Source: an optimization exercise on an open RTL-to-GDS flow (aim: small area and a short achievable clock period). Production flows keep margins and buffers that such runs may drop.
The RTL was checked by simulation tests, not by an equivalence proof against the original design.
Power figures rest on the tool's default switching activity, not on a simulated workload.

Setup of run A:
## ss_bridge_top
module ss_bridge_top #(
	parameter int FIFO_AW = 6
) (
	input  logic        mclk,
	input  logic        ST_ALE,
	input  logic        st_req,
	input  logic        st_we,
	input  logic [7:0]  st_addr,
	input  logic [15:0] st_wdata,
	output logic [15:0] st_rdata,
	output logic        st_rvalid,
	output logic        st_irq,
	input  logic        ss_req,
	input  logic        ss_we,
	input  logic        ss_cs2,
	input  logic [14:1] ss_addr,
	input  logic [15:0] ss_wdata,
	output logic [15:0] ss_rdata,
	output logic        ss_rvalid,
	output logic        ss_irq
);
==> flow/config.mk <==
export PLATFORM = sky130hd
export DESIGN_NAME = ss_bridge_top
export DESIGN_NICKNAME = ss_bridge_top
export VERILOG_FILES = /design/flow/design.v
export SDC_FILE = /design/flow/constraint.sdc
export NUM_CORES = 4
export LEC_CHECK = 0
export CAP_MARGIN = 20
export CORE_MARGIN = 2
export CORE_UTILIZATION = 60
export CTS_CLUSTER_DIAMETER = 70
export CTS_CLUSTER_SIZE = 25
export SETUP_SLACK_MARGIN = 2.2
export SLEW_MARGIN = 70
export SYNTH_HIERARCHICAL = 1
export SYNTH_MINIMUM_KEEP_SIZE = 0
export TNS_END_PERCENT = 20
==> flow/constraint.sdc <==
create_clock -name core_clock -period 4.5 [get_ports {mclk}]
set_input_delay 0.9000 -clock core_clock [delete_from_list [all_inputs] [get_ports {mclk}]]
set_output_delay 0.9000 -clock core_clock [all_outputs]
set_load 0.01 [all_outputs]
standard.sh (not shown) runs the stock make flow with config.mk's settings and CLKGATE_MAP_FILE= SYNTH_SCRIPT=/design/flow/synth_recipe.tcl, a recipe that flattens the netlist after the stock synthesis.
==> flow/flow/run.sh <==
#!/bin/bash
# Standard layout (standard synthesis included) with two changes: the port
# buffers are buf_4 cells, and the resizer may change a cell's footprint.
set -euo pipefail
export BUFFER_PORTS_ARGS="-buffer_cell sky130_fd_sc_hd__buf_4"
bash standard.sh MATCH_CELL_FOOTPRINT=0 finish > standard_flow.log 2>&1
Per the final summary, run A finished and its layout is clean on timing, DRC and antenna.
### run A -> run B
Settings: CTS_CLUSTER_DIAMETER changed from 70 to 75; CTS_CLUSTER_SIZE changed from 25 to 28; SLEW_MARGIN changed from 70 to 50; PLACE_DENSITY newly set to 0.8.
Results
Per the comparison of run B with run A, worst-case setup margin in the final layout climbed 310 ps, number of antenna violations at the first check in global routing dropped 1, worst hold slack climbed 12 ps. Run B: first-pass GRT wire length is about 4.5% lower than what run A reported. Portion of total power attributed to the clock network (higher): run A. [compare] base=run A new=run B: part of the cycle the worst path needs now smaller, register fraction of the total cell area went up by 2.0 points, worst slack at placement shows an increase of 71 ps.
The inputs of run C differ from those of run B as listed below.
Settings: a change of PLACE_DENSITY from 0.8 to 0.72; a change of CTS_CLUSTER_SIZE from 28 to 25; a change of CTS_CLUSTER_DIAMETER from 75 to 70.
Results
Compared with run B, in run C total of cells resized after clock tree synthesis saw a decrease; final instance count without filler cells barely changed; via density per instance about even.
Going from run B to run C, clock skew grows by 12 ps.
Of run B and run C, the higher clock group share of total power belongs to run C.
Setup WNS run B -> run C: worse
Compared to run B, the router laid down more metal wire for run C.

* * *

Setup of build 95:
ss_bridge_top again, from the RTL that the note above started with.
export LEC_CHECK = 0
export CAP_MARGIN = 20
export CORE_MARGIN = 2
export CORE_UTILIZATION = 60
export CTS_CLUSTER_DIAMETER = 70
export CTS_CLUSTER_SIZE = 25
export SETUP_SLACK_MARGIN = 2.2
export SLEW_MARGIN = 20
export SYNTH_HIERARCHICAL = 1
export SYNTH_MINIMUM_KEEP_SIZE = 0
export TNS_END_PERCENT = 20
create_clock -name core_clock -period 4.5 [get_ports {mclk}]
Scripts as last shown in full above: flow/flow/run.sh
### build 95 -> build 59
# build 95
export LEC_CHECK = 0
export CAP_MARGIN = 20
export CORE_MARGIN = 2
export CORE_UTILIZATION = 60
export CTS_CLUSTER_DIAMETER = 70
export CTS_CLUSTER_SIZE = 25
export SETUP_SLACK_MARGIN = 2.2
export SLEW_MARGIN = 20
export SYNTH_HIERARCHICAL = 1
export SYNTH_MINIMUM_KEEP_SIZE = 0
export TNS_END_PERCENT = 20
create_clock -name core_clock -period 4.5 [get_ports {mclk}]
# build 59
export LEC_CHECK = 0
export CAP_MARGIN = 20
export CORE_MARGIN = 2
export CORE_UTILIZATION = 60
export CTS_CLUSTER_DIAMETER = 70
export CTS_CLUSTER_SIZE = 25
export PLACE_DENSITY = 0.8
export SETUP_SLACK_MARGIN = 2.2
export SLEW_MARGIN = 50
export SYNTH_HIERARCHICAL = 1
export SYNTH_MINIMUM_KEEP_SIZE = 0
export TNS_END_PERCENT = 20
create_clock -name core_clock -period 4.5 [get_ports {mclk}]
Notes after the runs:
- Between build 95 and build 59, number of signal-net buffers in the layout increased.
- Build 95 → build 59: mean routed wirelength per cell now smaller; count of clock-buffer cells in the layout went down; sum of internal, switching and leakage power decreased about 1.5%.
- For area of all sequential standard cells, build 95 and build 59 come out practically identical.
- Relative to build 95, number of logic stages on the critical path including buffering has gone up in build 59.
- Build 59: sequential share of power is 1.0 points higher than what build 95 reported.
- Post-route fraction of the period consumed by the critical path: build 59 lower than build 95
- Clock network power share: build 59 vs build 95 down 1.0 points
Modified inputs, build 94 compared to build 59
# build 59
export LEC_CHECK = 0
export CAP_MARGIN = 20
export CORE_MARGIN = 2
export CORE_UTILIZATION = 60
export CTS_CLUSTER_DIAMETER = 70
export CTS_CLUSTER_SIZE = 25
export PLACE_DENSITY = 0.8
export SETUP_SLACK_MARGIN = 2.2
export SLEW_MARGIN = 50
export SYNTH_HIERARCHICAL = 1
export SYNTH_MINIMUM_KEEP_SIZE = 0
export TNS_END_PERCENT = 20
create_clock -name core_clock -period 4.5 [get_ports {mclk}]
# build 94
export LEC_CHECK = 0
export CAP_MARGIN = 20
export CORE_MARGIN = 2
export CORE_UTILIZATION = 60
export CTS_CLUSTER_DIAMETER = 70
export CTS_CLUSTER_SIZE = 25
export SETUP_SLACK_MARGIN = 2.3
export SLEW_MARGIN = 50
export SYNTH_HIERARCHICAL = 1
export SYNTH_MINIMUM_KEEP_SIZE = 0
export TNS_END_PERCENT = 20
create_clock -name core_clock -period 4.5 [get_ports {mclk}]
[summary]
Final cell count without fillers was higher in build 94 than in build 59.
Area overhead of the layout relative to synthesis, build 94 and build 59, lower one = build 59.
Est. power | build 94 vs build 59 | build 94 higher
Changes in build 88 relative to build 94:
# build 94
export LEC_CHECK = 0
export CAP_MARGIN = 20
export CORE_MARGIN = 2
export CORE_UTILIZATION = 60
export CTS_CLUSTER_DIAMETER = 70
export CTS_CLUSTER_SIZE = 25
export SETUP_SLACK_MARGIN = 2.3
export SLEW_MARGIN = 50
export SYNTH_HIERARCHICAL = 1
export SYNTH_MINIMUM_KEEP_SIZE = 0
export TNS_END_PERCENT = 20
create_clock -name core_clock -period 4.5 [get_ports {mclk}]
# build 88
export LEC_CHECK = 0
export CAP_MARGIN = 20
export CORE_MARGIN = 2
export CORE_UTILIZATION = 65
export CTS_CLUSTER_DIAMETER = 70
export CTS_CLUSTER_SIZE = 25
export PLACE_DENSITY = 0.72
export SETUP_SLACK_MARGIN = 2.2
export SLEW_MARGIN = 50
export SYNTH_HIERARCHICAL = 1
export SYNTH_MINIMUM_KEEP_SIZE = 0
export TNS_END_PERCENT = 20
create_clock -name core_clock -period 4.5 [get_ports {mclk}]
--- outcome ---
As of build 88, row count had fallen by a few percent compared to build 94. Comparing build 94 and build 88, the higher clock latency on the worst-skew pair is on build 94. First-pass GRT wire length in build 88 is about 2% below build 94. Of build 88 and build 94, it is build 88 that has the lower final-layout non-clock buffer area share. Build 88: initial antenna violation count is 2 lower than what build 94 reported. Comparing placed cell count for build 94 and build 88, the bigger number came from build 94. The via count reported for build 88 is smaller than that of build 94 by about 1.7%.

## afterwards: timing with drivers on the ports
Ports are ideal in the flow. The routed layouts listed here were re-timed in OpenROAD. Step 1, drivers: a clkbuf_16 drives mclk and a buf_2 each remaining input, both assumed. Step 2 moves the port delays by t, midway between the first and last clock arrival at a register: inputs arrive t later, outputs are due t later. That takes back most of the time a late clock gives input paths. Slacks: ideal ports / drivers / drivers and shift; pairs: ideal ports / drivers.
| run | shift t [ns] | slack for setup (ns) | worst hold slack (ns) | clock arrival spread, ns |
|---|---|---|---|---|
| run A | 0.720 | 1.764 / 1.764 / 1.141 | 0.215 / 0.172 / 0.448 | 0.033 / 0.032 |
| run B | 0.746 | 2.077 / 2.077 / 1.381 | 0.227 / 0.176 / 0.425 | 0.033 / 0.033 |
| run C | 0.722 | 2.052 / 2.052 / 1.395 | 0.264 / 0.223 / 0.440 | 0.043 / 0.043 |
| build 95 | 0.724 | 1.956 / 1.956 / 1.342 | 0.396 / 0.347 / 0.433 | 0.034 / 0.033 |
| build 59 | 0.721 | 2.052 / 2.052 / 1.372 | 0.253 / 0.203 / 0.429 | 0.038 / 0.038 |
| build 94 | 0.728 | 2.059 / 2.059 / 1.390 | 0.148 / 0.100 / 0.435 | 0.037 / 0.037 |
| build 88 | 0.706 | 1.969 / 1.969 / 1.368 | 0.265 / 0.221 / 0.441 | 0.027 / 0.027 |
After both steps every run listed still meets setup and hold. For run B, which loses most, drivers alone change the setup slack by 0.000 ns; drivers and shift together by -0.696 ns.
